From an optimization exercise on the open Yosys and OpenROAD flow, aimed at small area, a short achievable clock period and few clock cycles per item; shortcuts taken in it are not production practice. In this exercise RTL edits were held to simulation tests only and were not proved equivalent to the original. No activity file was given, so power comes from the tool's default toggle rates.

**flow/design.v**
```verilog
`default_nettype none
package gf_field_pkg;
   localparam int GF_WIDTH  = 32;
   localparam int GF_HALF   = GF_WIDTH / 2;
   localparam int GF_PROD_W = 2 * GF_WIDTH - 1;
   localparam int GF_PART_W = 2 * GF_HALF - 1;
   localparam int GF_LANES  = 3;
   typedef logic [GF_HALF-1:0]   gf_half_t;
   typedef logic [GF_PART_W-1:0] gf_partial_t;
   typedef logic [GF_PROD_W-1:0] gf_product_t;
   typedef logic [GF_WIDTH-1:0]  gf_word_t;
endpackage
`default_nettype wire
`default_nettype none
package wb_bus_pkg;
   localparam int WB_ADR_W = 4;
   localparam int WB_DAT_W = 32;
   typedef struct packed {
      logic                cyc;
      logic                stb;
      logic                we;
      logic [WB_ADR_W-1:0] adr;
      logic [WB_DAT_W-1:0] dat_w;
   } wb_req_t;
   typedef struct packed {
      logic                ack;
      logic [WB_DAT_W-1:0] dat_r;
   } wb_rsp_t;
   localparam logic [WB_ADR_W-1:0] REG_OPA     = 4'd0;
   localparam logic [WB_ADR_W-1:0] REG_OPB     = 4'd1;
   localparam logic [WB_ADR_W-1:0] REG_PROD_LO = 4'd2;
   localparam logic [WB_ADR_W-1:0] REG_PROD_HI = 4'd3;
   localparam logic [WB_ADR_W-1:0] REG_RESULT  = 4'd4;
   localparam logic [WB_ADR_W-1:0] REG_STATUS  = 4'd5;
   localparam int STATUS_BUSY_BIT = 0;
endpackage
`default_nettype wire
`default_nettype none
module clmul_kara
#(
   parameter int N   = 32,
   parameter int LEV = 1
) (
   input  logic [N-1:0]   a,
   input  logic [N-1:0]   b,
   output logic [2*N-2:0] p
);
   if (LEV == 0 || N < 4) begin : g_sb
      always_comb begin
         p = '0;
         for (int i = 0; i < N; i++) begin
            for (int j = 0; j < N; j++) begin
               p[i+j] = p[i+j] ^ (a[i] & b[j]);
            end
         end
      end
   end else begin : g_k
      localparam int H = N / 2;
      logic [2*H-2:0] z0, z1, z2, mid;
      clmul_kara #(.N(H), .LEV(LEV-1)) u_lo  (.a(a[H-1:0]),            .b(b[H-1:0]),            .p(z0));
      clmul_kara #(.N(H), .LEV(LEV-1)) u_mid (.a(a[H-1:0] ^ a[N-1:H]), .b(b[H-1:0] ^ b[N-1:H]), .p(z1));
      clmul_kara #(.N(H), .LEV(LEV-1)) u_hi  (.a(a[N-1:H]),            .b(b[N-1:H]),            .p(z2));
      assign mid = z0 ^ z1 ^ z2;
      always_comb begin
         p = '0;
         p[2*H-2:0]   = z0;
         p[2*N-2:N]   = z2;
         p[H +: 2*H-1] = p[H +: 2*H-1] ^ mid;
      end
   end
endmodule
module clmul_32x16
(
   input  logic [31:0] a,
   input  logic [15:0] b,
   output logic [46:0] p
);
   logic [30:0] lo, hi;
   clmul_kara #(.N(16), .LEV(0)) u_lo (.a(a[15:0]),  .b(b), .p(lo));
   clmul_kara #(.N(16), .LEV(0)) u_hi (.a(a[31:16]), .b(b), .p(hi));
   assign p = {16'd0, lo} ^ {hi, 16'd0};
endmodule
`default_nettype wire
`default_nettype none
module gf_reduce
#(
   parameter logic [31:0] FIELD_POLY = 32'h0000_008D
) (
   input  logic [62:0] product,
   output logic [31:0] result
);
   logic [62:0] rem;
   always_comb begin
      rem = product;
      for (int i = 62; i >= 32; i--) begin
         if (rem[i]) begin
            rem = rem ^ (63'd1 << i) ^ ({31'd0, FIELD_POLY} << (i - 32));
         end
      end
   end
   assign result = rem[31:0];
endmodule
`default_nettype wire
`default_nettype none
module gf_mul_top
#(
   parameter logic [31:0] FIELD_POLY = 32'h0000_008D
) (
   input  logic        clk,
   input  logic        rst,
   input  logic        wb_cyc_i,
   input  logic        wb_stb_i,
   input  logic        wb_we_i,
   input  logic [3:0]  wb_adr_i,
   input  logic [31:0] wb_dat_i,
   output logic        wb_ack_o,
   output logic [31:0] wb_dat_o
);
   logic [31:0] op_a;
   logic [31:0] op_b;
   logic [62:0] prod_q;
   logic        busy;       
   logic [15:0] mul_b;
   logic [46:0] part;
   logic [31:0] result;
   logic        req;
   logic        wr;
   logic        hold;
   assign req  = wb_cyc_i && wb_stb_i;
   assign wr   = req && wb_we_i;
   assign hold = busy && (wb_we_i ? (wb_adr_i == 4'd1)
                                  : (wb_adr_i == 4'd2 || wb_adr_i == 4'd3 || wb_adr_i == 4'd4));
   assign wb_ack_o = req && !hold;
   assign mul_b = busy ? op_b[15:0] : wb_dat_i[31:16];
   clmul_32x16 u_clmul (.a(op_a), .b(mul_b), .p(part));
   gf_reduce #(.FIELD_POLY(FIELD_POLY)) u_reduce (.product(prod_q), .result(result));
   always_ff @(posedge clk) begin
      if (rst) begin
         op_a   <= '0;
         op_b   <= '0;
         prod_q <= '0;
         busy   <= 1'b0;
      end else begin
         busy <= 1'b0;
         if (busy) begin
            prod_q <= {prod_q[46:0], 16'd0} ^ {16'd0, part};
         end else if (wr && wb_adr_i == 4'd1) begin
            op_b   <= wb_dat_i;
            prod_q <= {16'd0, part};
            busy   <= 1'b1;
         end
         if (wr && wb_adr_i == 4'd0) op_a <= wb_dat_i;
      end
   end
   always_comb begin
      case (wb_adr_i)
         4'd0:    wb_dat_o = op_a;
         4'd1:    wb_dat_o = op_b;
         4'd2:    wb_dat_o = prod_q[31:0];
         4'd3:    wb_dat_o = {1'b0, prod_q[62:32]};
         4'd4:    wb_dat_o = result;
         4'd5:    wb_dat_o = {31'd0, busy};
         default: wb_dat_o = '0;
      endcase
   end
endmodule
`default_nettype wire
```
**flow/run.sh**
```bash
#!/bin/bash
# synth_recipe.tcl (not shown) runs the flow's synth.tcl, then flattens the netlist and writes it again
# the make line also repeats each setting of config.mk as NAME=value (left out here)
make -C /OpenROAD-flow-scripts/flow DESIGN_CONFIG=/design/flow/config.mk WORK_HOME=/design/flow/orfs CLKGATE_MAP_FILE= SYNTH_SCRIPT=/design/flow/synth_recipe.tcl finish
```
**flow/config.mk**
```make
export PLATFORM = sky130hd
export DESIGN_NAME = gf_mul_top
export DESIGN_NICKNAME = gf_mul_top
export VERILOG_FILES = /design/flow/design.v
export SDC_FILE = /design/flow/constraint.sdc
export NUM_CORES = 4
export LEC_CHECK = 0
export CAP_MARGIN = 20
export CORE_MARGIN = 2
export CORE_UTILIZATION = 40
export SLEW_MARGIN = 20
```
**flow/constraint.sdc**
```tcl
create_clock -name core_clock -period 3.0 [get_ports {clk}]
set_input_delay 0.6000 -clock core_clock [delete_from_list [all_inputs] [get_ports {clk}]]
set_output_delay 0.6000 -clock core_clock [all_outputs]
set_load 0.01 [all_outputs]
```
==> metrics.yaml, run 1 <==
cts:
  cts_sinks: 128
  root_buffer: "clkbuf_16"
  cts_buffers: 17
  cts_hold_buf: 0
  clk_path_buf_depth: 2
  ctsHtreeMaxLevel: 4
  clock_latency_ns: 0.43
  clk_pin_slew_ns: 0.07
  cts_tree: "built"
timing:
  finalHoldViolCount: 0
  worst_pin_slew_ns: 0.895
  min_period_ns: 2.94
  skew_ns: 0.0179
  setup_viol: 0
  report.final.slew_viol_count: 0
  rsz0062_at_grt: "true"
  slew_headroom_pct: 40.3
  max_freq_mhz: 341
  fin_hold_ws_ns: 0.471
  fin_crit_sh_pct: 97.8
  tns_ns: 0
worst_setup_path:
  reg2regPathDepth: 9
  startpoint: "prod_q[62]"
  rr_startpoint: "busy"
  crit_family: "buffers and inverters"
  cp_num_cells: 9
  cp_num_buf_inv: 3
  reg2reg_to: "prod_q[28]"
  crit_path_end: "wb_dat_o[4]"
  critPathLaunchType: "flip-flop"
  cp_max_fo: 4
  critPathArrivalTime_ns: 2.34
  slowest_stage: "dfxtp_4"
  required_ns: 2.40
  cpPeakStageDelay_ns: 0.37
  path_cells: "buf_4 -> xor2_1 -> xnor2_1 -> buf_4 -> xnor2_2 -> xnor2_1 -> a222oi_1 -> nand2_1 -> dlygate4sd2_1"
  cp-end-kind: "output port"
  crit_type: "flip-flop to output port"
  r2r_setup_slack_ns: 0.17
synthesis:
  synthFlopType: "dfxtp_1"
  post_synth.cell_area_avg_um2: 6.97
  synthesis.nets: 2022
  yosysWarnings: 3
  async_reset_ff_share_pct: 0
  synthDistinctLibCells: 43
  netlist_area_um2: 13800
  synth_edf_count: 0
  ys_ff_latch: 128
  netlist_instances: 1981
  seq_area_frac_synth_pct: 18.6
grt:
  grt_max_degree: 65
  antenna_found_initial: 1
  grt_first_pass_wirelength_um: 90500
  overflow: 0
  grt_pass1_vias: 13600
  grt_usage_pct: 33.8
power_and_ir_drop:
  finalPower_mw: 4.53
  p_leak_nw: 5.61
  peakVddDrop_v: 0.000333
  p_per_area_nw_per_um2: 269
finish:
  final_cell_mix: "nand2_1, xnor2_1, buf_4"
  drive_gt1_share_pct: 14.8
  final_common_cell: "nand2_1"
  final_util_pct: 49.0
  fin_nets: 2133
  antenna-diode-count: 0
  area_growth_pct: 21.7
placed_design:
  hpwl_um: 44300
  place.gp.congestion: 0.967
  io_buffers: 73
die:
  core-area_um2: 34300
  die_w_um: 190
  start_util_pct: 40.3
  fp-row-count: 68
  pin_count: 74
  die_y_um: 190
  fp.dieArea_um2: 36000
run:
  cap_violations: 0
routing:
  ant_nets: 0
  dr.first_iter.drc_count: 1796
  routedWlPerCell_um: 23.9
  num_vias: 14200
  first_pass_iters: 8
  drc_errors: 0
  drt_wl_total_um: 61100
  avgViaCountPerCell: 5.55
min_path:
  hold_path.class: "flip-flop to flip-flop"
  whs_path_depth: 2
run_status:
  status: "finished clean"
==> what timing repair did <==
item,in CTS,in global routing
resized for setup,50,17
setup endpoints to repair,33,8
hold endpoints to repair,0,0
buffers inserted,1,2
pin swaps,3,6
==> how the worst min path moves through the flow <==
stage,startpoint,to
finish,op_b[16],op_b[16]
global route,op_b[22],op_b[22]
CTS,op_b[22],op_b[22]
detailed placement,op_b[20],op_b[20]
global placement,op_b[18],op_b[18]
floorplan,op_b[31],op_b[31]
==> cell type report <==
cell class	instances	area [um2]
Fill cell	3419	17500
Inverter	2	7.51
Multi-Input combinational cell	1649	10500
Tap cell	455	569
Timing Repair Buffer	294	2570
Sequential cell	128	2570
Clock buffer	18	439
Clock inverter	14	169
==> per-stage QoR <==
step	setup slack, ns	area (um2)	cells
2_1_floorplan	0.322	13800	1981
3_3_place_gp	-0.360	16100	2525
3_5_place_dp	-0.386	16100	2525
4_1_cts	-0.00592	16700	2558
5_1_grt	-0.0483	16800	2560
6_report	0.0645	16800	2560
==> cells by family (layout without fill, tap and decap cells) <==
kind of cell	Yosys count	count (layout)	synth area share, %
flops	128	128	18.6
mux	16	16	1.60
simple gates	787	787	21.9
buf+inv	204	328	6.77
compound gates	263	263	12.6
xor+xnor	583	583	38.6
==> registers in the layout (all words and copies together), names as in the netlist <==
signal,cells
op_b,32
op_a,32
busy,1
prod_q,63
==> per-layer routing <==
layer / wire [um] / track usage, % / vias to the layer above
met5: 11 / 0 / -
met3: 6400 / 6.51 / 179
met4: 3350 / 16.8 / 2
met2: 26800 / 52.6 / 860
met1: 24500 / 44.8 / 6689
li1: - / - / 6480
==> power breakdown <==
| part | internal [mW] | leakage (nW) | switching, mW |
|---|---|---|---|
| clock network | 1.28 | 0.302 | 0.941 |
| registers | 1.70 | 1.03 | 0.0126 |
| logic | 0.232 | 4.27 | 0.360 |
| total | 3.22 | 5.61 | 1.31 |
==> synth_stat cells (2+ instances only) <==
| cell type | n | area share (%) |
|---|---|---|
| nand2_1 | 715 | 19 |
| xnor2_1 | 453 | 29 |
| clkbuf_1 | 129 | 3.5 |
| dfxtp_1 | 128 | 19 |
| xor2_1 | 111 | 7.0 |
| a21oi_1 | 99 | 3.6 |
| nor2_1 | 47 | 1.3 |
| o21ai_0 | 41 | 1.5 |
| buf_1 | 27 | 0.73 |
| a22o_1 | 25 | 1.6 |
| a221oi_1 | 24 | 1.5 |
| buf_2 | 24 | 0.87 |
| a22oi_1 | 22 | 1.2 |
| a211oi_1 | 19 | 1.0 |
| a32oi_1 | 16 | 1.0 |
| buf_6 | 15 | 1.2 |
| xnor3_1 | 14 | 2.3 |
| mux2_4 | 11 | 1.2 |
| buf_4 | 7 | 0.38 |
| a222oi_1 | 6 | 0.43 |
| nand2_2 | 6 | 0.27 |
| nand3_1 | 6 | 0.22 |
| mux2_2 | 5 | 0.41 |
| xor2_2 | 5 | 0.59 |
| o2bb2ai_1 | 3 | 0.19 |
| a32o_1 | 2 | 0.14 |
| and2_1 | 2 | 0.091 |
| nor3_1 | 2 | 0.072 |
| o21ba_1 | 2 | 0.14 |
| or3b_1 | 2 | 0.13 |
==> worst register-to-register path, cell delays in order, from the launching register on <==
cell and delay (ns):
dfxtp_2 0.46, buf_12 0.22, mux2_2 0.54, nand2_1 0.15, xnor2_1 0.14, xnor2_1 0.14, xnor3_1 0.49, xnor2_1 0.34
nand2_1 0.11, a21oi_1 0.17
Testbench counts, summed over its fixed seeds: cycles 14,352, items 3,200.
==> run 2: changes to the inputs <==
--- a/flow/config.mk
+++ b/flow/config.mk
@@ -8,4 +8,5 @@
 export CAP_MARGIN = 20
 export CORE_MARGIN = 2
 export CORE_UTILIZATION = 40
+export SETUP_SLACK_MARGIN = 0.7
 export SLEW_MARGIN = 20
==> run 2 against run 1 <==
  * Global-route usage is 0.99 points higher
  * Core utilization is 12 points higher
  * Register-to-register slack better by 0.17 ns
  * Non-clock buffer count is 165 higher
  * Wire length is 10% higher
  * Cell count is 6.6% higher
  * Count of clock-buffer cells in the layout stayed put
==> metrics.yaml, run 2 <==
synthesis:
  synth.most_common_cell: "nand2_1"  # unchanged
  post_synth.cell_area_avg_um2: 6.97  # unchanged
  netlist_area_um2: 13800  # unchanged
  netlist_instances: 1981  # unchanged
  seq_area_frac_synth_pct: 18.6  # unchanged
  yosysWarnings: 3  # unchanged
  synthFlopType: "dfxtp_1"  # unchanged
  synth_common_cells: "nand2_1, xnor2_1, clkbuf_1"  # unchanged
  synthDistinctLibCells: 43  # unchanged
  ys_ff_latch: 128  # unchanged
  synth_edf_count: 0  # unchanged
  synthesis.nets: 2022  # unchanged
  yosys.area.top_type: "xnor2_1"  # unchanged
  synth_top_area_share_pct: 28.7  # unchanged
  async_reset_ff_share_pct: 0  # unchanged
  synthTopCellsByArea: "xnor2_1, nand2_1, dfxtp_1, xor2_1, a21oi_1"  # unchanged
placed_design:
  io_buffers: 73  # unchanged
  hpwl_um: 41400  # was 44,300 um
  place.gp.congestion: 0.974  # was 0.967
  pre_cts_slack_ns: -0.351  # was -0.386 ns
  place_inst: 2523  # was 2,525
finish:
  top_regs: "prod_q (63), op_a (32), op_b (32)"  # unchanged
  instances_no_fill: 2728  # was 2,560
  largest_reg_flops: 63  # unchanged
  area_growth_pct: 51.6  # was 21.7%
  final_common_cell: "nand2_1"  # unchanged
  final_cell_mix: "nand2_1, xnor2_1, buf_4"  # unchanged
  drive_gt1_share_pct: 35.9  # was 14.8%
  fin_nets: 2301  # was 2,133
  regMostFlops: "prod_q"  # unchanged
  antenna-diode-count: 0  # unchanged
min_path:
  whs_path_depth: 2  # unchanged
  min_to: "op_b[25]"  # was op_b[16]
  hp-start: "op_b[25]"  # was op_b[16]
  hold_path.class: "flip-flop to flip-flop"  # unchanged
power_and_ir_drop:
  p_sw_mw: 1.41  # was 1.31 mW
  peakVddDrop_v: 0.000380  # was 0.000333 V
  swShare_pct: 29.7  # was 29.0%
  pwr-share-clk_pct: 43.1  # was 49.1%
  power_frac_seq_pct: 36.3  # was 37.9%
  p_leak_nw: 7.92  # was 5.61 nW
  p_per_area_nw_per_um2: 226  # was 269 nW/um2
  combinationalPowerShare_pct: 20.7  # was 13.1%
  p_int_mw: 3.33  # was 3.22 mW
worst_setup_path:
  reg2regPathDepth: 13  # was 9
  cp-end-kind: "output port"  # unchanged
  rr_startpoint: "busy"  # unchanged
  critPathArrivalTime_ns: 2.18  # was 2.34 ns
  r2r_setup_slack_ns: 0.34  # was 0.17 ns
  required_ns: 2.40  # about the same
  crit_type: "flip-flop to output port"  # unchanged
  reg2reg_to: "prod_q[29]"  # was prod_q[28]
  critPathLaunchType: "flip-flop"  # unchanged
  cp_max_fo: 3  # was 4
timing:
  skew_ns: 0.0109  # was 0.0179 ns
  fin_hold_ws_ns: 0.485  # was 0.471 ns
  rsz0062_at_grt: "true"  # unchanged
  setup_ws_ns: 0.224  # was 0.0645 ns
  report.final.slew_viol_count: 0  # unchanged
  finalHoldViolCount: 0  # unchanged
  min_period_ns: 2.78  # was 2.94 ns
  slew_headroom_pct: 37.0  # was 40.3%
  fin_crit_sh_pct: 92.5  # was 97.8%
  max_freq_mhz: 360  # was 341 MHz
  tns_ns: 0  # unchanged
  setup_viol: 0  # unchanged
  worst_pin_slew_ns: 0.944  # was 0.895 ns
cts:
  clk_path_buf_depth: 2  # unchanged
  clock_latency_ns: 0.44  # was 0.43 ns
  ctsHtreeMaxLevel: 4  # unchanged
  root_buffer: "clkbuf_16"  # unchanged
  clk_pin_slew_ns: 0.06  # was 0.07 ns
  cts_sinks: 128  # unchanged
  cts_tree: "built"  # unchanged
  cts_buffers: 17  # unchanged
grt:
  grt_use_met3_pct: 5.74  # was 6.51%
  antenna_found_initial: 0  # was 1
  grt_first_pass_wirelength_um: 94000  # was 90,500 um
  overflow: 0  # unchanged
  grt_usage_pct: 34.8  # was 33.8%
  grtUsageMet1_pct: 45.3  # was 44.8%
  grt_pass1_vias: 14700  # was 13.6k
  grt_max_degree: 53  # was 65
  grt_use_met2_pct: 54.0  # was 52.6%
  busiest_layer: "met2"  # unchanged
routing:
  drt_wl_total_um: 67200  # was 61,100 um
  routedWlPerCell_um: 24.6  # was 23.9 um
  ant_nets: 0  # unchanged
  drc_errors: 0  # unchanged
  avgViaCountPerCell: 5.86  # was 5.55
  first_pass_iters: 8  # unchanged
  dr.first_iter.drc_count: 2015  # was 1,796
  num_vias: 16000  # was 14.2k
die:
  core-area_um2: 34300  # unchanged
  fp.dieArea_um2: 36000  # unchanged
  pin_count: 74  # unchanged
  die_y_um: 190  # unchanged
  fp-row-count: 68  # unchanged
  start_util_pct: 40.3  # unchanged
  die_w_um: 190  # unchanged
run:
  cap_violations: 0  # unchanged
run_status:
  status: "finished clean"  # unchanged
run 2: cell type report:
cell class | instances | area (um2)
inverter | 2 | 12.5
clock buffer | 18 | 429
tap | 455 | 569
multi-input combinational | 1652 | 12400
timing repair buffer | 459 | 4790
clock inverter | 14 | 131
sequential | 128 | 2590
fill | 2747 | 13300
run 2: repair_timing:
item,in CTS,in global routing
gates cloned,19,4
pin swaps,233,240
endpoints found under the hold margin,0,0
setup buffers,96,54
hold buffers,0,0
endpoints found under the setup margin,84,70
gates resized for setup,468,288
run 2: worst max-delay path by stage:
stage                              end        start
after floorplan           wb_dat_o[31]  wb_adr_i[2]
after global placement    wb_dat_o[18]  wb_adr_i[0]
after detailed placement  wb_dat_o[10]  wb_adr_i[0]
after CTS                  wb_dat_o[3]   prod_q[61]
after global routing       wb_dat_o[3]   prod_q[62]
final                      wb_dat_o[7]   prod_q[61]
run 2: metal layers:
layer | up-vias | routed length [um]
met5 | - | 0
met4 | 0 | 5370
met3 | 343 | 7470
met2 | 1164 | 29400
met1 | 7654 | 24900
li1 | 6821 | -
run 2: cells by family (layout without fill, tap and decap cells):
family / count (synthesis) / in the layout / share of synthesized area [%]
AO/OA/AOI/OAI: 263 / 263 / 12.6
XOR/XNOR: 583 / 583 / 38.6
buffers and inverters: 204 / 493 / 6.77
flip-flops: 128 / 128 / 18.6
multiplexers: 16 / 19 / 1.60
AND/OR/NAND/NOR: 787 / 787 / 21.9
run 2: critical path, cell delays in order (launching register included):
cell	delay, ns
dfxtp_4	0.38
xnor2_2	0.15
xnor2_2	0.25
buf_4	0.16
buf_6	0.12
xnor2_2	0.07
a222oi_1	0.34
nand2_1	0.11
buf_2	0.15
run 2: metrics by stage:
step	util, %	instance area [um2]	power, mW
after global placement	46.9	16100	2.34
after floorplan	-	13900	2.03
after CTS	55.4	19000	4.53
after detailed placement	46.9	16100	2.34
final	61.1	20900	4.73
after global routing	61.1	20900	4.82
run 2: power by group through the flow:
stage / registers [mW] / logic (mW) / clock network (mW)
after floorplan: 1.75 / 0.283 / 0
after global placement: 1.76 / 0.585 / 0
after detailed placement: 1.76 / 0.584 / 0
after CTS: 1.71 / 0.790 / 2.03
after global routing: 1.72 / 0.995 / 2.11
final: 1.72 / 0.979 / 2.04
==> run 3: changes to the inputs <==
==> flow/flow/run.sh (new file) <==
#!/bin/bash
# The standard layout, with the input and output port buffers made from plain buf cells
set -euo pipefail
bash standard.sh "BUFFER_PORTS_ARGS=-buffer_cell sky130_fd_sc_hd__buf_4" finish > make_finish.log 2>&1
==> flow/standard.sh (new file) <==
#!/bin/bash
# synth_recipe.tcl (not shown) runs the flow's synth.tcl, then flattens the netlist and writes it again
# the make line also repeats each setting of config.mk as NAME=value (left out here)
make -C /OpenROAD-flow-scripts/flow DESIGN_CONFIG=/design/flow/config.mk WORK_HOME=/design/flow/orfs CLKGATE_MAP_FILE= SYNTH_SCRIPT=/design/flow/synth_recipe.tcl "${@:-finish}"
--- a/flow/config.mk
+++ b/flow/config.mk
@@ -8,5 +8,5 @@
 export CAP_MARGIN = 20
 export CORE_MARGIN = 2
 export CORE_UTILIZATION = 40
-export SETUP_SLACK_MARGIN = 0.7
+export SETUP_SLACK_MARGIN = 0.3
 export SLEW_MARGIN = 20
removed: flow/run.sh
==> run 3 against run 2 <==
  * Worst setup slack worse by 0.028 ns
  * Synthesized cell count unchanged
  * First-iteration DRC count shrank 10%
  * Critical path type unchanged
  * Largest cell class unchanged
  * Largest power group unchanged
  * Highest routed layer unchanged
==> metrics.yaml, run 3 <==
placed_design:
  place.gp.congestion: 0.953  # was 0.974
  hpwl_um: 38600  # was 41,400 um
  io_buffers: 73  # unchanged
  pre_cts_slack_ns: 0.159  # was -0.351 ns
  place_inst: 2418  # was 2,523
  placed_area_um2: 15000  # was 16,100 um2
finish:
  fillers: 3412  # was 2,747
  antenna-diode-count: 0  # unchanged
  final_cell_area_um2: 16000  # was 20,900 um2
  fin_nets: 2044  # was 2,301
  drive_gt1_share_pct: 15.1  # was 35.9%
  final_util_pct: 46.8  # was 61.1%
  area_growth_pct: 16.1  # was 51.6%
  final_cell_mix: "nand2_1, xnor2_1, buf_4"  # unchanged
  top_regs: "prod_q (63), op_a (32), op_b (32)"  # unchanged
  largest_reg_flops: 63  # unchanged
  regMostFlops: "prod_q"  # unchanged
  final_common_cell: "nand2_1"  # unchanged
  instances_no_fill: 2471  # was 2,728
routing:
  dr.first_iter.drc_count: 1808  # was 2,015
  drt_wl_total_um: 56600  # was 67,200 um
  first_pass_iters: 9  # was 8
  drc_errors: 0  # unchanged
  avgViaCountPerCell: 5.70  # was 5.86
  ant_nets: 0  # unchanged
  routedWlPerCell_um: 22.9  # was 24.6 um
  num_vias: 14100  # was 16.0k
run_status:
  status: "finished clean"  # unchanged
synthesis:
  synth_edf_count: 0  # unchanged
  netlist_instances: 1981  # unchanged
  synthXorXnorAreaFrac_pct: 38.6  # unchanged
  synth_common_cells: "nand2_1, xnor2_1, clkbuf_1"  # unchanged
  async_reset_ff_share_pct: 0  # unchanged
  synthDistinctLibCells: 43  # unchanged
  synthesis.nets: 2022  # unchanged
  yosys.area.top_type: "xnor2_1"  # unchanged
  synthFlopType: "dfxtp_1"  # unchanged
  synth_fa_ha_area_share_pct: 0  # unchanged
  ys_ff_latch: 128  # unchanged
  netlist_area_um2: 13800  # unchanged
  synthTopCellsByArea: "xnor2_1, nand2_1, dfxtp_1, xor2_1, a21oi_1"  # unchanged
  synth.most_common_cell: "nand2_1"  # unchanged
  synth_top_area_share_pct: 28.7  # unchanged
  post_synth.cell_area_avg_um2: 6.97  # unchanged
  synth-compound-area-share_pct: 12.6  # unchanged
  muxShareOfSynthArea_pct: 1.60  # unchanged
  synth-simple-area-share_pct: 21.9  # unchanged
  seq_area_frac_synth_pct: 18.6  # unchanged
  yosysWarnings: 3  # unchanged
  synth_top_family_by_area: "XOR/XNOR gates"  # unchanged
worst_setup_path:
  cp_num_buf_inv: 2  # was 3
  crit_family: "XOR/XNOR gates"  # unchanged
  critPathArrivalTime_ns: 2.20  # was 2.18 ns
  crit_type: "flip-flop to output port"  # unchanged
  cp-end-kind: "output port"  # unchanged
  path_cells: "xor2_1 -> buf_4 -> xnor2_2 -> xnor2_1 -> xnor2_1 -> a222oi_1 -> nand2_1 -> buf_6"  # was xnor2_2 -> xnor2_2 -> buf_4 -> buf_6 -> xnor2_2 -> a222oi_1 -> nand2_1 -> buf_2
  cpPeakStageDelay_ns: 0.36  # was 0.38 ns
  crit_top_cell: "xnor2_1"  # was xnor2_2
  cp_max_fo: 4  # was 3
  slowest_stage: "dfxtp_4"  # unchanged
  critPathLaunchType: "flip-flop"  # unchanged
  required_ns: 2.40  # about the same
cts:
  clk_path_buf_depth: 2  # unchanged
  cts_tree: "built"  # unchanged
  clk_pin_slew_ns: 0.07  # was 0.06 ns
  cts_buffers: 17  # unchanged
  cts_sinks: 128  # unchanged
  cts_hold_buf: 0  # unchanged
  ctsHtreeMaxLevel: 4  # unchanged
  root_buffer: "clkbuf_16"  # unchanged
  clock_latency_ns: 0.44  # about the same
die:
  start_util_pct: 40.3  # unchanged
  core-area_um2: 34300  # unchanged
  die_y_um: 190  # unchanged
  pin_count: 74  # unchanged
  die_w_um: 190  # unchanged
  fp-row-count: 68  # unchanged
  fp.dieArea_um2: 36000  # unchanged
timing:
  setup_viol: 0  # unchanged
  fin_crit_sh_pct: 93.4  # was 92.5%
  slew_headroom_pct: 34.1  # was 37.0%
  max_freq_mhz: 357  # was 360 MHz
  finalHoldViolCount: 0  # unchanged
  rsz0062_at_grt: "true"  # unchanged
  setup_ws_ns: 0.197  # was 0.224 ns
  fin_hold_ws_ns: 0.408  # was 0.485 ns
  min_period_ns: 2.80  # was 2.78 ns
  worst_pin_slew_ns: 0.986  # was 0.944 ns
  report.final.slew_viol_count: 0  # unchanged
  skew_ns: 0.0133  # was 0.0109 ns
  tns_ns: 0  # unchanged
power_and_ir_drop:
  p_per_area_nw_per_um2: 275  # was 226 nW/um2
  finalPower_mw: 4.40  # was 4.73 mW
  p_leak_nw: 5.10  # was 7.92 nW
  peakVddDrop_v: 0.000430  # was 0.000380 V
grt:
  grt_max_degree: 60  # was 53
  antenna_found_initial: 0  # unchanged
  grt_first_pass_wirelength_um: 84000  # was 94,000 um
  grt_pass1_vias: 13100  # was 14.7k
  grt_usage_pct: 31.0  # was 34.8%
  overflow: 0  # unchanged
run:
  cap_violations: 0  # unchanged
min_path:
  hold_path.class: "input port to flip-flop"  # was flip-flop to flip-flop
==> run 3: cell count changes in the layout (fill, tap and decap cells not counted), moves of 27 or more <==
cell / change
nand2_1: +127
buf_6: -82
xnor2_1: +82
xnor2_2: -77
nand2_2: -64
nand2_4: -62
buf_2: -35
buf_4: -35
buf_12: -32
xor2_1: +27
==> run 3: worst min-delay path: stages <==
cell,delay [ns]
buf_4,0.11
nand2_1,0.05
a21oi_1,0.05
==> run 3: worst paths after layout <==
kind	slack, ns	cells after the start	startpoint	endpoint
setup / recovery	0.20	8	prod_q[61]	wb_dat_o[7]
hold / removal	0.41	3	wb_dat_i[7]	op_a[7]
setup reg to reg	0.37	9	busy	prod_q[20]
hold reg to reg	0.46	2	op_a[8]	op_a[8]
==> run 3: power by group <==
| group | internal, mW | total, mW | switching (mW) | leakage, nW |
|---|---|---|---|---|
| Sequential | 1.70 | 1.72 | 0.0159 | 1.04 |
| Clock | 1.26 | 2.19 | 0.929 | 0.287 |
| Combinational | 0.165 | 0.494 | 0.329 | 3.78 |
| Total | 3.13 | 4.40 | 1.27 | 5.10 |
==> run 3: area by class of cell <==
| class | count | area, um2 | share of cell area (%) |
|---|---|---|---|
| clock inverters | 13 | 153 | 0.952 |
| clock buffers | 19 | 443 | 2.76 |
| well taps | 455 | 569 | 3.55 |
| repair buffers | 205 | 1700 | 10.6 |
| multi-input cells | 1649 | 10600 | 65.9 |
| inverters | 2 | 7.51 | 0.0468 |
| flip-flops and latches | 128 | 2590 | 16.1 |
==> run 3: repair_timing <==
action | 4_1_cts | 5_1_grt
setup endpoints to repair | 9 | 56
setup buffers | 6 | 15
gates resized for setup | 22 | 35
hold endpoints to repair | 0 | 0
pin swaps | 9 | 19
==> run 3: logic make-up after synthesis <==
group,count (synthesis)
buf+inv,204
xor+xnor,583
flops,128
simple gates,787
compound gates,263
mux,16
==> run 3: metal layers <==
layer  vias up  GRT usage [%]  share of wire [%]
met4         0           13.0                4.0
li1       6296              -                  -
met1      6695           42.3                 40
met2       936           48.0                 44
met3       154           5.96                 12
met5         -              0                  0
==> run 4: changes to the inputs <==
--- a/flow/config.mk
+++ b/flow/config.mk
@@ -7,6 +7,5 @@
 export LEC_CHECK = 0
 export CAP_MARGIN = 20
 export CORE_MARGIN = 2
-export CORE_UTILIZATION = 40
-export SETUP_SLACK_MARGIN = 0.3
+export CORE_UTILIZATION = 60
 export SLEW_MARGIN = 20
==> run 4 against run 3 <==
  * Synthesized cell count did not move
  * Largest power group unchanged
  * Cell count fell by 8.1%
  * Clock power barely moved
  * Critical endpoint is now wb_dat_o[3]
  * Die area decreased by 33%
  * Synthesized area stayed put
  * Highest routed layer unchanged
  * Final area down 4.3%
  * First-iteration DRC count up 1.4%
  * Via count is 1.2% lower
  * Sequential power about the same
  * Count of clock-buffer cells in the layout shrank 2
  * Worst setup slack worse by 0.080 ns
  * Global-route usage up 13 points
  * Still clean
==> metrics.yaml, run 4 <==
grt:
  grtUsageMet1_pct: 57.9  # was 42.3%
  grt_pass1_vias: 12900  # was 13.1k
  busiest_layer: "met2"  # unchanged
  grt_usage_pct: 44.0  # was 31.0%
  grt_max_degree: 129  # was 60
  grt_use_met3_pct: 9.53  # was 5.96%
  grt_first_pass_wirelength_um: 80300  # was 84,000 um
  grt_use_met2_pct: 67.4  # was 48.0%
  overflow: 0  # unchanged
  antenna_found_initial: 0  # unchanged
placed_design:
  place_inst: 2238  # was 2,418
  place.gp.congestion: 1.01  # was 0.953
  io_buffers: 73  # unchanged
  pre_cts_slack_ns: 0.262  # was 0.159 ns
  hpwl_um: 36700  # was 38,600 um
  placed_area_um2: 14700  # was 15,000 um2
cts:
  cts_hold_buf: 0  # unchanged
  clk_path_buf_depth: 2  # unchanged
  clock_latency_ns: 0.43  # was 0.44 ns
  cts_sinks: 128  # unchanged
  clk_pin_slew_ns: 0.08  # was 0.07 ns
  root_buffer: "clkbuf_16"  # unchanged
  ctsHtreeMaxLevel: 4  # unchanged
  cts_tree: "built"  # unchanged
  cts_buffers: 17  # unchanged
timing:
  report.final.slew_viol_count: 0  # unchanged
  skew_ns: 0.0151  # was 0.0133 ns
  slew_headroom_pct: 33.2  # was 34.1%
  tns_ns: 0  # unchanged
  fin_crit_sh_pct: 96.1  # was 93.4%
  setup_viol: 0  # unchanged
  rsz0062_at_grt: "false"  # was true
  setup_ws_ns: 0.117  # was 0.197 ns
  max_freq_mhz: 347  # was 357 MHz
  worst_pin_slew_ns: 1.00  # was 0.986 ns
  min_period_ns: 2.88  # was 2.80 ns
  finalHoldViolCount: 0  # unchanged
routing:
  ant_nets: 0  # unchanged
  num_vias: 13900  # was 14.1k
  first_pass_iters: 10  # was 9
  avgViaCountPerCell: 6.13  # was 5.70
  drc_errors: 0  # unchanged
  drt_wl_total_um: 53900  # was 56,600 um
  dr.first_iter.drc_count: 1834  # was 1,808
  routedWlPerCell_um: 23.7  # was 22.9 um
worst_setup_path:
  cp_num_buf_inv: 1  # was 2
  critPathLaunchType: "flip-flop"  # unchanged
  cp_max_fo: 2  # was 4
  crit_top_cell: "xnor2_1"  # unchanged
  slowest_stage: "dfxtp_1"  # was dfxtp_4
  required_ns: 2.40  # about the same
  critPathArrivalTime_ns: 2.28  # was 2.20 ns
  path_cells: "xor2_1 -> xnor2_1 -> xnor2_1 -> xnor2_1 -> a222oi_1 -> nand2_1 -> buf_4"  # was xor2_1 -> buf_4 -> xnor2_2 -> xnor2_1 -> xnor2_1 -> a222oi_1 -> nand2_1 -> buf_6
  cp-end-kind: "output port"  # unchanged
  crit_family: "XOR/XNOR gates"  # unchanged
  cpPeakStageDelay_ns: 0.39  # was 0.36 ns
  crit_type: "flip-flop to output port"  # unchanged
synthesis:
  synth_top_area_share_pct: 28.7  # unchanged
  yosysWarnings: 3  # unchanged
  post_synth.cell_area_avg_um2: 6.97  # unchanged
  async_reset_ff_share_pct: 0  # unchanged
  synth.most_common_cell: "nand2_1"  # unchanged
  synthFlopType: "dfxtp_1"  # unchanged
  synth_edf_count: 0  # unchanged
  yosys.area.top_type: "xnor2_1"  # unchanged
  ys_ff_latch: 128  # unchanged
  synthTopCellsByArea: "xnor2_1, nand2_1, dfxtp_1, xor2_1, a21oi_1"  # unchanged
  netlist_instances: 1981  # unchanged
  seq_area_frac_synth_pct: 18.6  # unchanged
  synthesis.nets: 2022  # unchanged
  synthDistinctLibCells: 43  # unchanged
  netlist_area_um2: 13800  # unchanged
  synth_common_cells: "nand2_1, xnor2_1, clkbuf_1"  # unchanged
power_and_ir_drop:
  p_per_area_nw_per_um2: 286  # was 275 nW/um2
  swShare_pct: 30.3  # was 28.9%
  p_sw_mw: 1.33  # was 1.27 mW
  p_int_mw: 3.06  # was 3.13 mW
  finalPower_mw: 4.38  # was 4.40 mW
  peakVddDrop_v: 0.000339  # was 0.000430 V
  p_leak_nw: 4.88  # was 5.10 nW
  power_frac_seq_pct: 39.2  # was 39.0%
  combinationalPowerShare_pct: 10.5  # was 11.2%
  pwr-share-clk_pct: 50.3  # was 49.8%
run_status:
  status: "finished clean"  # unchanged
finish:
  top_regs: "prod_q (63), op_a (32), op_b (32)"  # unchanged
  area_growth_pct: 11.1  # was 16.1%
  final_common_cell: "nand2_1"  # unchanged
  final_cell_mix: "nand2_1, xnor2_1, buf_4"  # unchanged
  largest_reg_flops: 63  # unchanged
  fillers: 2071  # was 3,412
  final_cell_area_um2: 15300  # was 16,000 um2
  regMostFlops: "prod_q"  # unchanged
  fin_nets: 2013  # was 2,044
  drive_gt1_share_pct: 12.4  # was 15.1%
  instances_no_fill: 2270  # was 2,471
  antenna-diode-count: 0  # unchanged
die:
  die_w_um: 156  # was 190 um
  core-area_um2: 22600  # was 34,300 um2
  die_y_um: 156  # was 190 um
  fp-row-count: 55  # was 68
  pin_count: 74  # unchanged
  fp.dieArea_um2: 24200  # was 36,000 um2
  start_util_pct: 61.0  # was 40.3%
min_path:
  hold_path.class: "input port to flip-flop"  # unchanged
run:
  cap_violations: 0  # unchanged
==> run 4: cell types whose count changed in the layout (fill, tap and decap cells not counted), sizes merged <==
cell,change
inv,+6
clkbuf,-2
bufinv,-1
buf,-31
clkinv,-1
clkinvlp,-2
==> run 4: timing repair <==
item,4_1_cts,5_1_grt
gates resized for setup,0,5
setup buffers,0,0
endpoints found under the hold margin,0,0
setup endpoints to repair,0,5
==> run 4: layer usage <==
layer | wire [um] | vias up | share of wire, %
li1 | - | 6252 | -
met1 | 20400 | 6481 | 38
met2 | 23200 | 979 | 43
met3 | 6880 | 204 | 13
met4 | 3400 | 0 | 6.3
met5 | 0 | - | 0
==> run 4: worst paths after layout <==
| path | slack, ns | startpoint | cells past startpoint | endpoint |
|---|---|---|---|---|
| worst min register to register | 0.46 | op_b[22] | 2 | op_b[22] |
| worst max-delay path | 0.12 | prod_q[60] | 7 | wb_dat_o[3] |
| worst max register to register | 0.17 | busy | 10 | prod_q[18] |
| worst min-delay path | 0.42 | wb_dat_i[8] | 3 | op_b[8] |
==> run 4: cell type report <==
class | instances | area (um2) | share of cell area (%)
inverter | 2 | 7.51 | 0.0489
tap | 285 | 357 | 2.32
timing repair buffer | 174 | 1440 | 9.38
multi-input combinational | 1649 | 10400 | 67.6
clock inverter | 15 | 183 | 1.19
clock buffer | 17 | 425 | 2.77
sequential | 128 | 2570 | 16.7
==> run 4: logic make-up after synthesis <==
family                    count (synthesis)  synth area share, %
AOI/OAI and AO/OA                       263                 12.6
xor gates and xnor gates                583                 38.6
buffers and inverters                   204                 6.77
DFF                                     128                 18.6
muxes                                    16                 1.60
and+or+nand+nor                         787                 21.9
==> run 4: through the flow <==
stage | hold WS (ns) | util, %
after floorplan | 0.436 | -
after CTS | 0.414 | 67.7
after global routing | 0.417 | 67.8
after detailed placement | 0.449 | 65.0
after global placement | 0.443 | 64.9
final | 0.417 | 67.8
==> run 4: worst register-to-register path: stages, from the launching register on <==
cell and delay, ns:
dfxtp_2 0.61, buf_4 0.30, mux2_4 0.39, buf_4 0.26
nand2_1 0.09, xnor2_1 0.23, xnor2_1 0.17, xnor2_1 0.17
xnor3_1 0.33, nand2_1 0.08, a21oi_1 0.06
==> run 4: power by group through the flow <==
| stage | Clock (mW) | Sequential [mW] | Combinational (mW) |
|---|---|---|---|
| global placement | 0 | 1.76 | 0.437 |
| finish | 2.20 | 1.72 | 0.460 |
| detailed placement | 0 | 1.76 | 0.441 |
| global route | 2.28 | 1.72 | 0.476 |
| CTS | 2.20 | 1.72 | 0.443 |
| floorplan | 0 | 1.75 | 0.275 |
==> run 5: changes to the inputs <==
--- a/flow/config.mk
+++ b/flow/config.mk
@@ -7,5 +7,6 @@
 export LEC_CHECK = 0
 export CAP_MARGIN = 20
 export CORE_MARGIN = 2
-export CORE_UTILIZATION = 60
+export CORE_UTILIZATION = 40
+export SETUP_SLACK_MARGIN = 0.6
 export SLEW_MARGIN = 20
==> run 5 against run 4 <==
  * Total power is 9.0% higher
  * Sequential power hardly changed
  * Synthesized area stayed put
  * Maximum frequency is 4.3% higher
  * Combinational power is about 80% higher
  * Global-route usage is 9.2 points lower
  * Critical endpoint is now wb_dat_o[7]
  * Largest cell class unchanged
==> metrics.yaml, run 5 <==
run_status:
  status: "finished clean"  # unchanged
synthesis:
  synthDistinctLibCells: 43  # unchanged
  synthesis.nets: 2022  # unchanged
  synthFlopType: "dfxtp_1"  # unchanged
  synth_edf_count: 0  # unchanged
  netlist_area_um2: 13800  # unchanged
  yosys.area.top_type: "xnor2_1"  # unchanged
  synth_top_area_share_pct: 28.7  # unchanged
  ys_ff_latch: 128  # unchanged
  yosysWarnings: 3  # unchanged
  async_reset_ff_share_pct: 0  # unchanged
  synth.most_common_cell: "nand2_1"  # unchanged
  post_synth.cell_area_avg_um2: 6.97  # unchanged
  seq_area_frac_synth_pct: 18.6  # unchanged
  synth_common_cells: "nand2_1, xnor2_1, clkbuf_1"  # unchanged
  synthTopCellsByArea: "xnor2_1, nand2_1, dfxtp_1, xor2_1, a21oi_1"  # unchanged
  netlist_instances: 1981  # unchanged
power_and_ir_drop:
  p_leak_nw: 6.78  # was 4.88 nW
  finalPower_mw: 4.78  # was 4.38 mW
  p_per_area_nw_per_um2: 247  # was 286 nW/um2
  peakVddDrop_v: 0.000433  # was 0.000339 V
finish:
  drive_gt1_share_pct: 29.5  # was 12.4%
  antenna-diode-count: 0  # unchanged
  final_cell_mix: "nand2_1, xnor2_1, buf_4"  # unchanged
  largest_reg_flops: 63  # unchanged
  area_growth_pct: 40.1  # was 11.1%
  fillers: 3045  # was 2,071
  final_common_cell: "nand2_1"  # unchanged
  fin_nets: 2208  # was 2,013
  regMostFlops: "prod_q"  # unchanged
  top_regs: "prod_q (63), op_a (32), op_b (32)"  # unchanged
cts:
  clk_path_buf_depth: 2  # unchanged
  ctsHtreeMaxLevel: 4  # unchanged
  root_buffer: "clkbuf_16"  # unchanged
  cts_buffers: 17  # unchanged
  clk_pin_slew_ns: 0.07  # was 0.08 ns
  cts_sinks: 128  # unchanged
  cts_hold_buf: 0  # unchanged
  cts_tree: "built"  # unchanged
  clock_latency_ns: 0.45  # was 0.43 ns
worst_setup_path:
  cp-end-kind: "output port"  # unchanged
  crit_type: "flip-flop to output port"  # unchanged
  critPathLaunchType: "flip-flop"  # unchanged
  cp_max_fo: 3  # was 2
  required_ns: 2.40  # about the same
  critPathArrivalTime_ns: 2.16  # was 2.28 ns
timing:
  setup_ws_ns: 0.235  # was 0.117 ns
  slew_headroom_pct: 34.1  # was 33.2%
  fin_crit_sh_pct: 92.2  # was 96.1%
  setup_viol: 0  # unchanged
  skew_ns: 0.0107  # was 0.0151 ns
  worst_pin_slew_ns: 0.988  # was 1.00 ns
  rsz0062_at_grt: "true"  # was false
  report.final.slew_viol_count: 0  # unchanged
  max_freq_mhz: 362  # was 347 MHz
  tns_ns: 0  # unchanged
  min_period_ns: 2.76  # was 2.88 ns
  finalHoldViolCount: 0  # unchanged
  fin_hold_ws_ns: 0.404  # was 0.417 ns
grt:
  grt_use_met2_pct: 51.6  # was 67.4%
  grt_usage_pct: 34.9  # was 44.0%
  grtUsageMet1_pct: 46.3  # was 57.9%
  busiest_layer: "met2"  # unchanged
  grt_use_met3_pct: 7.58  # was 9.53%
  grt_first_pass_wirelength_um: 92600  # was 80,300 um
  grt_max_degree: 57  # was 129
  overflow: 0  # unchanged
  antenna_found_initial: 2  # was 0
  grt_pass1_vias: 13800  # was 12.9k
die:
  core-area_um2: 34300  # was 22,600 um2
  start_util_pct: 40.3  # was 61.0%
  pin_count: 74  # unchanged
  fp-row-count: 68  # was 55
  die_w_um: 190  # was 156 um
  die_y_um: 190  # was 156 um
  fp.dieArea_um2: 36000  # was 24,200 um2
routing:
  routedWlPerCell_um: 26.2  # was 23.7 um
  first_pass_iters: 8  # was 10
  drt_wl_total_um: 68900  # was 53,900 um
  avgViaCountPerCell: 6.05  # was 6.13
  dr.first_iter.drc_count: 2504  # was 1,834
  ant_nets: 0  # unchanged
  drc_errors: 0  # unchanged
  num_vias: 15900  # was 13.9k
placed_design:
  hpwl_um: 39000  # was 36,700 um
  pre_cts_slack_ns: 0.224  # was 0.262 ns
  place.gp.congestion: 0.945  # was 1.01
  io_buffers: 73  # unchanged
run:
  cap_violations: 0  # unchanged
min_path:
  hold_path.class: "input port to flip-flop"  # unchanged
[run 5: changes by cell type in the layout (fill, tap and decap cells not counted), moves of 24 or more]
| cell | previous run | this run |
|---|---|---|
| xnor2_1 | 452 | 411 |
| buf_6 | 0 | 54 |
| nand2_2 | 6 | 37 |
| o21ai_0 | 41 | 13 |
| xnor2_2 | 1 | 41 |
| nand2_1 | 715 | 660 |
| buf_12 | 9 | 33 |
| buf_4 | 164 | 238 |
| a221oi_1 | 24 | 0 |
[run 5: final timing paths]
path	from	to	cells past startpoint	slack, ns
max	prod_q[61]	wb_dat_o[7]	8	0.24
min	wb_dat_i[8]	op_b[8]	3	0.40
max reg2reg	busy	prod_q[20]	12	0.25
min reg2reg	op_a[10]	op_a[10]	2	0.45
[run 5: cells by family after synthesis]
| family | count (synthesis) | synth area share [%] |
|---|---|---|
| buf+inv | 204 | 6.77 |
| compound gates | 263 | 12.6 |
| flops | 128 | 18.6 |
| xor+xnor | 583 | 38.6 |
| simple gates | 787 | 21.9 |
| mux | 16 | 1.60 |
[run 5: area by class of cell]
class                      count  area [um2]  area share (%)
multi-input combinational   1668       12000            61.8
timing repair buffer         350        3600            18.6
sequential                   128        2610            13.5
tap                          455         569            2.94
clock buffer                  21         460            2.38
clock inverter                10         136           0.705
inverter                       2        10.0          0.0517
[run 5: per-layer routing]
metal  vias to the layer above  part of all wire [%]
met4                         2                   8.2
met2                      1320                    41
met5                         -                 0.013
li1                       6669                     -
met3                       399                    15
met1                      7542                    36
[run 5: worst max-delay path: stages (launching register included)]
cell and delay [ns]:
dfxtp_4 0.37, xor2_1 0.15, buf_4 0.16, xnor2_2 0.13, xnor2_1 0.21, xnor2_1 0.10, a222oi_1 0.30, nand2_1 0.13
buf_6 0.18
[run 5: report_power, final]
group          switching (mW)  internal [mW]
Clock                   0.891           1.34
Sequential             0.0184           1.70
Combinational           0.475          0.350
[run 5: what timing repair did]
item | in CTS | in global routing
gates cloned | 19 | 15
setup endpoints to repair | 73 | 64
resized for setup | 150 | 262
pin swaps | 52 | 204
buffers inserted | 67 | 82
endpoints found under the hold margin | 0 | 0
[run 5: metrics by stage]
stage	cells	instance area, um2	utilization, %
after floorplan	1981	13800	-
after global placement	2420	15000	43.8
after detailed placement	2420	15000	43.8
after CTS	2537	17100	49.9
after global routing	2634	19400	56.4
final	2634	19400	56.4
==> run 6: changes to the inputs <==
--- a/flow/config.mk
+++ b/flow/config.mk
@@ -8,5 +8,4 @@
 export CAP_MARGIN = 20
 export CORE_MARGIN = 2
 export CORE_UTILIZATION = 40
-export SETUP_SLACK_MARGIN = 0.6
 export SLEW_MARGIN = 20
==> run 6 against run 5 <==
  * Core utilization down 11 points
  * First-iteration DRC count fell by 31%
  * Critical path depth shrank 1
  * Sequential share of layout area increased by 2.9 points
  * Clock skew up 0.0053 ns
  * Synthesized area stayed put
  * Wire length decreased by 19%
  * Count of clock-buffer cells in the layout is 2 lower
  * Flip-flop and latch count unchanged
  * Combinational power decreased by 42%
==> metrics.yaml, run 6 <==
run_status:
  status: "finished clean"  # unchanged
worst_setup_path:
  required_ns: 2.40  # about the same
  crit_type: "flip-flop to output port"  # unchanged
  critPathArrivalTime_ns: 2.33  # was 2.16 ns
  crit_top_cell: "xnor2_1"  # unchanged
  cp_num_buf_inv: 1  # was 2
  slowest_stage: "dfxtp_1"  # was dfxtp_4
  crit_family: "XOR/XNOR gates"  # unchanged
  cp_max_fo: 6  # was 3
  cpPeakStageDelay_ns: 0.55  # was 0.37 ns
  cp-end-kind: "output port"  # unchanged
  path_cells: "xor2_1 -> xnor2_1 -> xnor2_1 -> xnor2_1 -> a222oi_1 -> nand2_1 -> buf_4"  # was xor2_1 -> buf_4 -> xnor2_2 -> xnor2_1 -> xnor2_1 -> a222oi_1 -> nand2_1 -> buf_6
  critPathLaunchType: "flip-flop"  # unchanged
routing:
  drt_wl_total_um: 56100  # was 68,900 um
  dr_wl_met2_um: 24300  # was 28,500 um
  num_vias: 14000  # was 15.9k
  highest_layer: "met5"  # unchanged
  routedWlPerCell_um: 22.9  # was 26.2 um
  ant_nets: 0  # unchanged
  wl_met3_um: 6290  # was 10,000 um
  wl_met1_um: 23100  # was 24,700 um
  first_pass_iters: 6  # was 8
  avgViaCountPerCell: 5.71  # was 6.05
  drc_errors: 0  # unchanged
  dr.first_iter.drc_count: 1729  # was 2,504
synthesis:
  synthTopCellsByArea: "xnor2_1, nand2_1, dfxtp_1, xor2_1, a21oi_1"  # unchanged
  netlist_instances: 1981  # unchanged
  synthFlopType: "dfxtp_1"  # unchanged
  synth_top_area_share_pct: 28.7  # unchanged
  synthDistinctLibCells: 43  # unchanged
  synth_fa_ha_area_share_pct: 0  # unchanged
  yosys.area.top_type: "xnor2_1"  # unchanged
  async_reset_ff_share_pct: 0  # unchanged
  synth_top_family_by_area: "XOR/XNOR gates"  # unchanged
  synthXorXnorAreaFrac_pct: 38.6  # unchanged
  netlist_area_um2: 13800  # unchanged
  synthesis.nets: 2022  # unchanged
  synth_edf_count: 0  # unchanged
  seq_area_frac_synth_pct: 18.6  # unchanged
  post_synth.cell_area_avg_um2: 6.97  # unchanged
  muxShareOfSynthArea_pct: 1.60  # unchanged
  ys_ff_latch: 128  # unchanged
  synth-compound-area-share_pct: 12.6  # unchanged
  yosysWarnings: 3  # unchanged
  synth_common_cells: "nand2_1, xnor2_1, clkbuf_1"  # unchanged
  synth.most_common_cell: "nand2_1"  # unchanged
  synth-simple-area-share_pct: 21.9  # unchanged
timing:
  finalHoldViolCount: 0  # unchanged
  tns_ns: 0  # unchanged
  fin_hold_ws_ns: 0.404  # about the same
  fin_crit_sh_pct: 97.5  # was 92.2%
  report.final.slew_viol_count: 0  # unchanged
  rsz0062_at_grt: "false"  # was true
  min_period_ns: 2.93  # was 2.76 ns
  slew_headroom_pct: 35.3  # was 34.1%
  max_freq_mhz: 342  # was 362 MHz
  skew_ns: 0.0160  # was 0.0107 ns
  setup_viol: 0  # unchanged
  worst_pin_slew_ns: 0.969  # was 0.988 ns
finish:
  area_growth_pct: 13.1  # was 40.1%
  drive_gt1_share_pct: 12.8  # was 29.5%
  regMostFlops: "prod_q"  # unchanged
  top_regs: "prod_q (63), op_a (32), op_b (32)"  # unchanged
  fin_nets: 2023  # was 2,208
  final_common_cell: "nand2_1"  # unchanged
  largest_reg_flops: 63  # unchanged
  final_cell_mix: "nand2_1, xnor2_1, buf_4"  # unchanged
grt:
  grt_first_pass_wirelength_um: 84000  # was 92,600 um
  grt_pass1_vias: 13100  # was 13.8k
  grt_usage_pct: 31.0  # was 34.9%
  overflow: 0  # unchanged
  antenna_found_initial: 2  # unchanged
  grt_max_degree: 60  # was 57
cts:
  post_cts_resized: 2  # was 150
  cts_tree: "built"  # unchanged
  cts_hold_buf: 0  # unchanged
  root_buffer: "clkbuf_16"  # unchanged
  clk_path_buf_depth: 2  # unchanged
  postCtsSetupBuffers: 0  # was 67
  cts_buffers: 17  # unchanged
  cts_sinks: 128  # unchanged
  clock_latency_ns: 0.45  # about the same
  ctsHtreeMaxLevel: 4  # unchanged
  clk_pin_slew_ns: 0.07  # about the same
die:
  die_w_um: 190  # unchanged
  fp-row-count: 68  # unchanged
  core-area_um2: 34300  # unchanged
  die_y_um: 190  # unchanged
  pin_count: 74  # unchanged
  start_util_pct: 40.3  # unchanged
  fp.dieArea_um2: 36000  # unchanged
power_and_ir_drop:
  p_leak_nw: 4.93  # was 6.78 nW
  p_per_area_nw_per_um2: 281  # was 247 nW/um2
  peakVddDrop_v: 0.000429  # was 0.000433 V
placed_design:
  hpwl_um: 38600  # was 39,000 um
  io_buffers: 73  # unchanged
  place.gp.congestion: 0.953  # was 0.945
min_path:
  hold_path.class: "input port to flip-flop"  # unchanged
run:
  cap_violations: 0  # unchanged
run 6: cell counts after synthesis:
No cell type changed its count.
run 6: layout make-up:
class                           count  area [um2]
Inverter                            2        7.51
Sequential cell                   128        2570
Clock inverter                     13         153
Clock buffer                       19         443
Tap cell                          455         569
Fill cell                        3459       18700
Timing Repair Buffer              184        1510
Antenna cell                        2        5.00
Multi-Input combinational cell   1649       10400
run 6: worst register-to-register path, stage by stage, from the launching register on:
cell and delay, ns:
dfxtp_2 0.59, mux2_2 0.70, nand2_1 0.19, xnor2_1 0.23
xnor2_1 0.18, xnor2_1 0.17, nor2_1 0.06, or3b_1 0.40
a21oi_1 0.18
run 6: cells by family (layout without fill, tap and decap cells):
group | Yosys count | count (layout)
other | 0 | 2
AND/OR/NAND/NOR | 787 | 787
AO/OA/AOI/OAI | 263 | 263
multiplexers | 16 | 16
flip-flops | 128 | 128
buffers and inverters | 204 | 218
XOR/XNOR | 583 | 583
run 6: path summary, 6_finish.rpt:
check,from,to,slack [ns],depth (start not counted)
setup reg to reg,busy,prod_q[35],0.23,8
setup / recovery,prod_q[59],wb_dat_o[4],0.07,7
hold reg to reg,op_a[8],op_a[8],0.46,2
hold / removal,wb_dat_i[7],op_a[7],0.40,3
run 6: metal layers:
layer / vias to the layer above / GRT usage [%]
li1: 6262 / -
met1: 6707 / 42.0
met2: 872 / 47.5
met3: 158 / 6.49
met4: 2 / 13.7
met5: - / 0
run 6: per-stage QoR:
step	setup WS [ns]	std cells	util, %	total power [mW]	instance area [um2]
2_1_floorplan	0.322	1981	-	2.02	13800
3_3_place_gp	0.223	2417	43.7	2.22	15000
3_5_place_dp	0.159	2418	43.7	2.22	15000
4_1_cts	0.0371	2450	45.5	4.38	15600
5_1_grt	0.00965	2450	45.5	4.49	15600
6_report	0.0741	2452	45.5	4.39	15600
run 6: power by group:
group | internal (mW) | switching (mW)
clock | 1.26 | 0.929
combinational | 0.154 | 0.326
sequential | 1.70 | 0.0154
==> run 7: changes to the inputs <==
--- a/flow/config.mk
+++ b/flow/config.mk
@@ -8,4 +8,6 @@
 export CAP_MARGIN = 20
 export CORE_MARGIN = 2
 export CORE_UTILIZATION = 40
+export CTS_CLUSTER_DIAMETER = 150
+export CTS_CLUSTER_SIZE = 40
 export SLEW_MARGIN = 20
==> run 7 against run 6 <==
  * Cell count stayed put
  * Worst setup slack unchanged
  * Sequential power about the same
  * Wire length is the same
  * Critical path type unchanged
  * Highest routed layer unchanged
  * Count of clock-buffer cells in the layout unchanged
  * Maximum frequency stayed put
  * Combinational power barely moved
  * First-iteration DRC count stayed put
  * Total power unchanged
  * Die area did not move
==> metrics.yaml, run 7 <==
finish:
  final_common_cell: "nand2_1"  # unchanged
  fin_nets: 2023  # unchanged
  final_cell_mix: "nand2_1, xnor2_1, buf_4"  # unchanged
  top_regs: "prod_q (63), op_a (32), op_b (32)"  # unchanged
  multi_input_area_um2: 10400  # unchanged
  seq_area_um2: 2570  # unchanged
  drive_gt1_share_pct: 12.8  # unchanged
  final_util_pct: 45.5  # unchanged
  instances_no_fill: 2452  # unchanged
  regMostFlops: "prod_q"  # unchanged
  area_growth_pct: 13.1  # unchanged
  largest_reg_flops: 63  # unchanged
  fillers: 3459  # unchanged
cts:
  cts_hold_buf: 0  # unchanged
  root_buffer: "clkbuf_16"  # unchanged
  cts_tree: "built"  # unchanged
  ctsHtreeMaxLevel: 4  # unchanged
  clock_latency_ns: 0.45  # about the same
  cts_sinks: 128  # unchanged
  cts_buffers: 17  # unchanged
  clk_path_buf_depth: 2  # unchanged
  clk_pin_slew_ns: 0.07  # about the same
synthesis:
  netlist_area_um2: 13800  # unchanged
  async_reset_ff_share_pct: 0  # unchanged
  synthDistinctLibCells: 43  # unchanged
  yosysWarnings: 3  # unchanged
  synth_top_area_share_pct: 28.7  # unchanged
  synth_edf_count: 0  # unchanged
  post_synth.cell_area_avg_um2: 6.97  # unchanged
  seq_area_frac_synth_pct: 18.6  # unchanged
  synthesis.nets: 2022  # unchanged
  ys_ff_latch: 128  # unchanged
  yosys.area.top_type: "xnor2_1"  # unchanged
  synthTopCellsByArea: "xnor2_1, nand2_1, dfxtp_1, xor2_1, a21oi_1"  # unchanged
  synth.most_common_cell: "nand2_1"  # unchanged
  netlist_instances: 1981  # unchanged
  synthFlopType: "dfxtp_1"  # unchanged
  synth_common_cells: "nand2_1, xnor2_1, clkbuf_1"  # unchanged
timing:
  tns_ns: 0  # unchanged
  fin_hold_ws_ns: 0.404  # unchanged
  setup_ws_ns: 0.0741  # unchanged
  skew_ns: 0.0160  # unchanged
  min_period_ns: 2.93  # unchanged
  slew_headroom_pct: 35.3  # unchanged
  setup_viol: 0  # unchanged
  report.final.slew_viol_count: 0  # unchanged
  max_freq_mhz: 342  # unchanged
  finalHoldViolCount: 0  # unchanged
  worst_pin_slew_ns: 0.969  # unchanged
  rsz0062_at_grt: "false"  # unchanged
  fin_crit_sh_pct: 97.5  # unchanged
worst_setup_path:
  reg2reg_to: "prod_q[35]"  # unchanged
  required_ns: 2.40  # about the same
  critPathLaunchType: "flip-flop"  # unchanged
  cp-end-kind: "output port"  # unchanged
  cp_max_fo: 6  # unchanged
  slowest_stage: "dfxtp_1"  # unchanged
  path_cells: "xor2_1 -> xnor2_1 -> xnor2_1 -> xnor2_1 -> a222oi_1 -> nand2_1 -> buf_4"  # unchanged
  crit_type: "flip-flop to output port"  # unchanged
  crit_top_cell: "xnor2_1"  # unchanged
  crit_family: "XOR/XNOR gates"  # unchanged
  rr_startpoint: "busy"  # unchanged
  cp_num_buf_inv: 1  # unchanged
  critPathArrivalTime_ns: 2.33  # about the same
  reg2regPathDepth: 8  # unchanged
  r2r_setup_slack_ns: 0.23  # about the same
  cpPeakStageDelay_ns: 0.55  # about the same
power_and_ir_drop:
  peakVddDrop_v: 0.000429  # unchanged
  p_leak_nw: 4.93  # unchanged
  p_sw_mw: 1.27  # unchanged
  power_frac_seq_pct: 39.1  # about the same
  p_per_area_nw_per_um2: 281  # unchanged
  pwr-share-clk_pct: 49.9  # about the same
  swShare_pct: 28.9  # unchanged
  p_int_mw: 3.12  # unchanged
  combinationalPowerShare_pct: 10.9  # about the same
die:
  pin_count: 74  # unchanged
  core-area_um2: 34300  # unchanged
  start_util_pct: 40.3  # unchanged
  die_w_um: 190  # unchanged
  fp-row-count: 68  # unchanged
  fp.dieArea_um2: 36000  # unchanged
  die_y_um: 190  # unchanged
placed_design:
  hpwl_um: 38600  # unchanged
  place.gp.congestion: 0.953  # unchanged
  place_inst: 2418  # unchanged
  io_buffers: 73  # unchanged
  pre_cts_slack_ns: 0.159  # unchanged
min_path:
  whs_path_depth: 3  # unchanged
  hold_path.class: "input port to flip-flop"  # unchanged
  min_to: "op_a[7]"  # unchanged
  hp-start: "wb_dat_i[7]"  # unchanged
grt:
  overflow: 0  # unchanged
  grt_max_degree: 60  # unchanged
  grt_usage_pct: 31.0  # unchanged
  grt_pass1_vias: 13100  # unchanged
  grt_first_pass_wirelength_um: 84000  # unchanged
  antenna_found_initial: 2  # unchanged
routing:
  drc_errors: 0  # unchanged
  ant_nets: 0  # unchanged
  avgViaCountPerCell: 5.71  # unchanged
  routedWlPerCell_um: 22.9  # unchanged
  first_pass_iters: 6  # unchanged
  drt_wl_total_um: 56100  # unchanged
  dr.first_iter.drc_count: 1729  # unchanged
  num_vias: 14000  # unchanged
run_status:
  status: "finished clean"  # unchanged
run:
  cap_violations: 0  # unchanged
==> run 7: worst min-delay path, stage by stage <==
cell	delay, ns
buf_4	0.11
nand2_1	0.05
a21oi_1	0.05
==> run 7: worst max-delay path by stage <==
| stage | start | end | slack, ns | cells after the start |
|---|---|---|---|---|
| after floorplan | wb_adr_i[0] | wb_dat_o[31] | 0.32 | 6 |
| after global placement | wb_adr_i[1] | wb_dat_o[1] | 0.22 | 6 |
| after detailed placement | wb_adr_i[1] | wb_dat_o[1] | 0.16 | 6 |
| after CTS | prod_q[62] | wb_dat_o[2] | 0.04 | 8 |
| after global routing | prod_q[62] | wb_dat_o[2] | 0.01 | 8 |
| final | prod_q[59] | wb_dat_o[4] | 0.07 | 7 |
==> run 7: layout make-up <==
class / count / share of cell area (%)
Inverter: 2 / 0.0481
Clock buffer: 19 / 2.84
Clock inverter: 13 / 0.978
Timing Repair Buffer: 184 / 9.65
Antenna cell: 2 / 0.0321
Multi-Input combinational cell: 1649 / 66.4
Tap cell: 455 / 3.65
Sequential cell: 128 / 16.4
==> run 7: power groups by stage <==
| stage | logic [mW] | registers (mW) | clock network, mW |
|---|---|---|---|
| 2_1_floorplan | 0.275 | 1.75 | 0 |
| 3_3_place_gp | 0.463 | 1.76 | 0 |
| 3_5_place_dp | 0.466 | 1.76 | 0 |
| 4_1_cts | 0.467 | 1.72 | 2.19 |
| 5_1_grt | 0.498 | 1.72 | 2.28 |
| 6_report | 0.480 | 1.72 | 2.19 |
==> run 7: cells by family (layout without fill, tap and decap cells) <==
logic type                Yosys count  after routing  share of synthesized area (%)
buffers and inverters             204            218                           6.77
and+or+nand+nor                   787            787                           21.9
AOI/OAI and AO/OA                 263            263                           12.6
DFF                               128            128                           18.6
muxes                              16             16                           1.60
other                               0              2                              0
xor gates and xnor gates          583            583                           38.6
==> run 7: repair_timing <==
item | in CTS | in global routing
setup endpoints to repair | 2 | 4
buffers inserted | 0 | 0
gates resized for setup | 2 | 2
==> run 7: per-stage QoR <==
step                instance area (um2)  total power, mW
floorplan                         13800             2.02
global placement                  15000             2.22
detailed placement                15000             2.22
CTS                               15600             4.38
global route                      15600             4.49
finish                            15600             4.39
==> run 7: per-layer routing <==
layer	vias up	routed length (um)	global-route usage, %	share of wire (%)
li1	6262	-	-	-
met1	6707	23100	42.0	41
met2	872	24300	47.5	43
met3	158	6290	6.49	11
met4	2	2440	13.7	4.3
met5	-	16	0	0.029

[port drivers added, routing unchanged]
How much do the figures lean on ideal ports? The routed layouts below were timed once more, with nothing changed but the port constraints. Step 1 assumes that a clkbuf_16 drives the clock port and a buf_2 every other input. Step 2 moves the port delays by t, midway between the first and last clock arrival at a register: inputs arrive t later, outputs are due t later. That takes back most of the time a late clock gives input paths. a / b / c = ideal ports / drivers / drivers and shift; a / b = the first two.
run | shift t [ns] | slack for setup (ns) | hold slack, ns | latest minus earliest clock arrival (ns)
run 1 | 0.474 | 0.065 / 0.013 / -0.291 | 0.471 / 0.471 / 0.471 | 0.019 / 0.018
run 2 | 0.483 | 0.224 / 0.175 / 0.099 | 0.485 / 0.485 / 0.485 | 0.011 / 0.011
run 3 | 0.491 | 0.197 / 0.143 / 0.305 | 0.408 / 0.376 / 0.461 | 0.014 / 0.014
run 4 | 0.473 | 0.117 / 0.070 / 0.172 | 0.417 / 0.393 / 0.459 | 0.016 / 0.017
run 5 | 0.500 | 0.235 / 0.176 / 0.199 | 0.404 / 0.370 / 0.455 | 0.011 / 0.011
run 6 | 0.495 | 0.074 / 0.016 / 0.115 | 0.404 / 0.369 / 0.460 | 0.017 / 0.017
run 7 | 0.495 | 0.074 / 0.016 / 0.115 | 0.404 / 0.369 / 0.460 | 0.017 / 0.017
With both steps, setup timing fails in run 1, where it was met with ideal ports. For run 1, which loses most, drivers alone change the setup slack by -0.052 ns; drivers and shift together by -0.356 ns.
